Source: an optimization exercise on an open RTL-to-GDS flow (aim: small area). Production flows keep margins and buffers that such runs may drop.
The RTL was checked by simulation tests, not by an equivalence proof against the original design.
Power figures rest on the tool's default switching activity, not on a simulated workload.

== pepper ==
// matrix_sram_loader
module matrix_sram_loader
(
  input  logic              clk,
  input  logic              rst,
  input  logic              cfg_valid,
  output logic              cfg_ready,
  input  logic [15:0]       cfg_size_a,
  input  logic [15:0]       cfg_size_b,
  input  logic [15:0]       cfg_size_c,
  input  logic [31:0]       s_data,
  input  logic              s_valid,
  output logic              s_ready,
  output logic [13:0]       avm_address,
  output logic              avm_chipselect,
  output logic              avm_write,
  output logic [31:0]       avm_writedata,
  output logic [3:0]        avm_byteenable,
  input  logic              avm_waitrequest,
  output logic              mult_start,
  input  logic              mult_valid,
  output logic              busy,
  output logic              error
);
Settings: LEC_CHECK=0, CAP_MARGIN=0, CORE_MARGIN=2, CORE_UTILIZATION=55, GPL_TIMING_DRIVEN=0, SLEW_MARGIN=0, SYNTH_HIERARCHICAL=1; clock period 11.0 ns.
standard.sh (not shown) runs the stock make flow with config.mk's settings and CLKGATE_MAP_FILE= SYNTH_SCRIPT=/design/flow/synth_recipe.tcl, a recipe that flattens the netlist after the stock synthesis.
==> flow/flow/run.sh <==
#!/bin/bash
# The standard layout (standard.sh, standard synthesis unchanged) with
# changes that only pick smaller cells: the port buffers are buf_1 cells;
# clock tree synthesis uses clkbuf_8 cells and adds no dummy loads; global
# placement is not timing driven (so it adds no buffers), but still starts by
# removing synthesis's buffers; before the resizer's repairs every cell gets
# the smallest drive strength of its function.
export BUFFER_PORTS_ARGS="-buffer_cell sky130_fd_sc_hd__buf_1"
export CTS_ARGS="-sink_clustering_enable -repair_clock_nets -dont_use_dummy_load -buf_list sky130_fd_sc_hd__clkbuf_8"
export PRE_GLOBAL_PLACE_TCL="$PWD/flow/pre_gp.tcl"
export PRE_RESIZE_TCL="$PWD/flow/pre_resize.tcl"
bash standard.sh > standard.log 2>&1
==> flow/flow/pre_gp.tcl <==
# Before global placement: remove the buffers synthesis inserted, as the
# standard flow does when its placement is timing driven.
remove_buffers
==> flow/flow/pre_resize.tcl <==
# Before the resizer repairs slew, capacitance and fanout: give every cell
# the smallest drive strength of its own function (same base cell name), so
# that only the repairs that timing and electrical rules need remain.
set dont_use $::env(DONT_USE_CELLS)
set masters [dict create]
foreach lib [[ord::get_db] getLibs] {
  foreach master [$lib getMasters] {
    set name [$master getName]
    if {[lsearch -exact $dont_use $name] >= 0} { continue }
    if {[regexp {^(sky130_fd_sc_hd__[a-z0-9]+)_([0-9]+)$} $name -> base drive]} {
      if {![dict exists $masters $base] ||
          [$master getWidth] < [[dict get $masters $base] getWidth]} {
        dict set masters $base $master
      }
    }
  }
}
set swapped 0
foreach inst [[ord::get_db_block] getInsts] {
  set master [$inst getMaster]
  if {[$master getType] ne "CORE"} { continue }
  if {![regexp {^(sky130_fd_sc_hd__[a-z0-9]+)_([0-9]+)$} [$master getName] -> base drive]} { continue }
  if {![dict exists $masters $base]} { continue }
  set small [dict get $masters $base]
  if {[$small getWidth] < [$master getWidth]} {
    $inst swapMaster $small
    incr swapped
  }
}
puts "pre_resize: gave $swapped cells a smaller drive strength"
pepper closes out successfully: all stages finished, all timing, DRC and antenna checks passed.
### pepper -> fjord
-- flow/flow/run.sh --
<<< pepper, line 9
export CTS_ARGS="-sink_clustering_enable -repair_clock_nets -dont_use_dummy_load -buf_list sky130_fd_sc_hd__clkbuf_8"
>>> fjord, line 9
export CTS_ARGS="-sink_clustering_enable -repair_clock_nets -dont_use_dummy_load -buf_list sky130_fd_sc_hd__clkbuf_16 -sink_clustering_size 81 -sink_clustering_max_diameter 500"
Results
Delay of the slowest cell on the worst path: pepper and fjord compared, lower one is fjord. Buffer share of cell area delta (fjord -> pepper): insignificant. On routed wire length, pepper and fjord are neck and neck. Diff fjord..pepper | count of buffering cells on the critical path with inverters included | unchanged. The run with more setup slack is pepper; fjord has less.
## Diff of input files: ember against fjord
Settings: swapping 0 for 20 in CAP_MARGIN; swapping 0 for 20 in SLEW_MARGIN; clearing GPL_TIMING_DRIVEN, which used to be 0; clearing SYNTH_HIERARCHICAL, which used to be 1.
==> flow/flow/run.sh <==
#!/bin/bash
# The standard layout (standard.sh, standard synthesis unchanged) with
# two changes that only pick smaller cells: the port buffers are buf_1 cells,
# and clock tree synthesis uses clkbuf_8 cells and adds no dummy loads.
export BUFFER_PORTS_ARGS="-buffer_cell sky130_fd_sc_hd__buf_1"
export CTS_ARGS="-sink_clustering_enable -repair_clock_nets -dont_use_dummy_load -buf_list sky130_fd_sc_hd__clkbuf_8"
bash standard.sh > standard.log 2>&1
removed: flow/flow/pre_gp.tcl
removed: flow/flow/pre_resize.tcl
[summary]
Non-clock buffer area fraction after layout in ember is 1.8 points below fjord.
Share of power burned in the clock network in ember is 14 points lower than in fjord
Relative to fjord, fraction of area in multi-input gates has increased by 0.45 points in ember.
The per-cell via count in the routed design of ember falls short of that of fjord by 0.76%.
Cmp ember vs fjord: cell count higher in ember
Going from fjord to ember, total iterations of the first detailed-routing run went up by 1; final area rose by 2.1%.
Beginning of the critical path: st_q[2] -> ember, cfg_size_c[3] -> fjord
The following lists how zinc was set up differently from ember:
Settings: setting GPL_TIMING_DRIVEN to 0 for the first time; setting SYNTH_HIERARCHICAL to 1 for the first time.
==> flow/flow/run.sh <==
#!/bin/bash
# The standard layout (standard.sh, standard synthesis unchanged) with
# changes that only pick smaller cells: the port buffers are buf_1 cells;
# clock tree synthesis uses clkbuf_8 cells and adds no dummy loads; global
# placement is not timing driven (so it adds no buffers), but still starts by
# removing synthesis's buffers; before the resizer's repairs every cell gets
# the smallest drive strength of its function.
export BUFFER_PORTS_ARGS="-buffer_cell sky130_fd_sc_hd__buf_1"
export CTS_ARGS="-sink_clustering_enable -repair_clock_nets -dont_use_dummy_load -buf_list sky130_fd_sc_hd__clkbuf_8 -sink_clustering_size 30 -sink_clustering_max_diameter 150"
export PRE_GLOBAL_PLACE_TCL="$PWD/flow/pre_gp.tcl"
export PRE_RESIZE_TCL="$PWD/flow/pre_resize.tcl"
bash standard.sh > standard.log 2>&1
==> flow/flow/pre_gp.tcl (new file) <==
# Before global placement: remove the buffers synthesis inserted, as the
# standard flow does when its placement is timing driven.
remove_buffers
==> flow/flow/pre_resize.tcl (new file) <==
# Before the resizer repairs slew, capacitance and fanout: give every cell
# the smallest drive strength of its own function (same base cell name), so
# that only the repairs that timing and electrical rules need remain.
set dont_use $::env(DONT_USE_CELLS)
set masters [dict create]
foreach lib [[ord::get_db] getLibs] {
  foreach master [$lib getMasters] {
    set name [$master getName]
    if {[lsearch -exact $dont_use $name] >= 0} { continue }
    if {[regexp {^(sky130_fd_sc_hd__[a-z0-9]+)_([0-9]+)$} $name -> base drive]} {
      if {![dict exists $masters $base] ||
          [$master getWidth] < [[dict get $masters $base] getWidth]} {
        dict set masters $base $master
      }
    }
  }
}
set swapped 0
foreach inst [[ord::get_db_block] getInsts] {
  set master [$inst getMaster]
  if {[$master getType] ne "CORE"} { continue }
  if {![regexp {^(sky130_fd_sc_hd__[a-z0-9]+)_([0-9]+)$} [$master getName] -> base drive]} { continue }
  if {![dict exists $masters $base]} { continue }
  set small [dict get $masters $base]
  if {[$small getWidth] < [$master getWidth]} {
    $inst swapMaster $small
    incr swapped
  }
}
puts "pre_resize: gave $swapped cells a smaller drive strength"
zinc closes out successfully: all stages finished, all timing, DRC and antenna checks passed.
zinc against ember: combinational share of power went down, met2 capacity usage during global routing dropped 8.0 points, setup slack fell 1.37 ns, count of antenna diodes in the layout essentially unchanged, sum of buffers and inverters on the critical path -3.
Going from ember to zinc, the number of DRC markers in iteration 0 was found to have gone down by 206.

[re-timing with driven ports]
How much do the figures lean on ideal ports? The routed layouts below were timed once more, with nothing changed but the port constraints. Step 1: set_driving_cell puts a clkbuf_16 on clk and a buf_2 on each other input, an assumption about the parent block. Step 2 times the ports against the registers' clock, not the clock port: input delays grow and output delays shrink by t, the midpoint of the rising clock arrivals with the driver on. a / b / c = no drivers / after step 1 / after step 2; a / b = the first two.
run	shift t [ns]	setup WS [ns]	hold slack, ns	clock arrival spread, ns	cell pins on the clock port's net
pepper	0.392	0.924 / 0.918 / 0.526	0.484 / 0.484 / 0.484	0.030 / 0.029	1
fjord	0.368	0.916 / 0.927 / 0.559	0.479 / 0.479 / 0.479	0.018 / 0.019	1
ember	0.402	2.353 / 2.353 / 2.022	0.484 / 0.484 / 0.484	0.036 / 0.037	1
zinc	0.388	0.988 / 0.993 / 0.605	0.486 / 0.486 / 0.486	0.035 / 0.035	1
After both steps setup and hold are still met in every run listed. For pepper, which loses most, drivers alone change the setup slack by -0.006 ns; drivers and shift together by -0.398 ns.
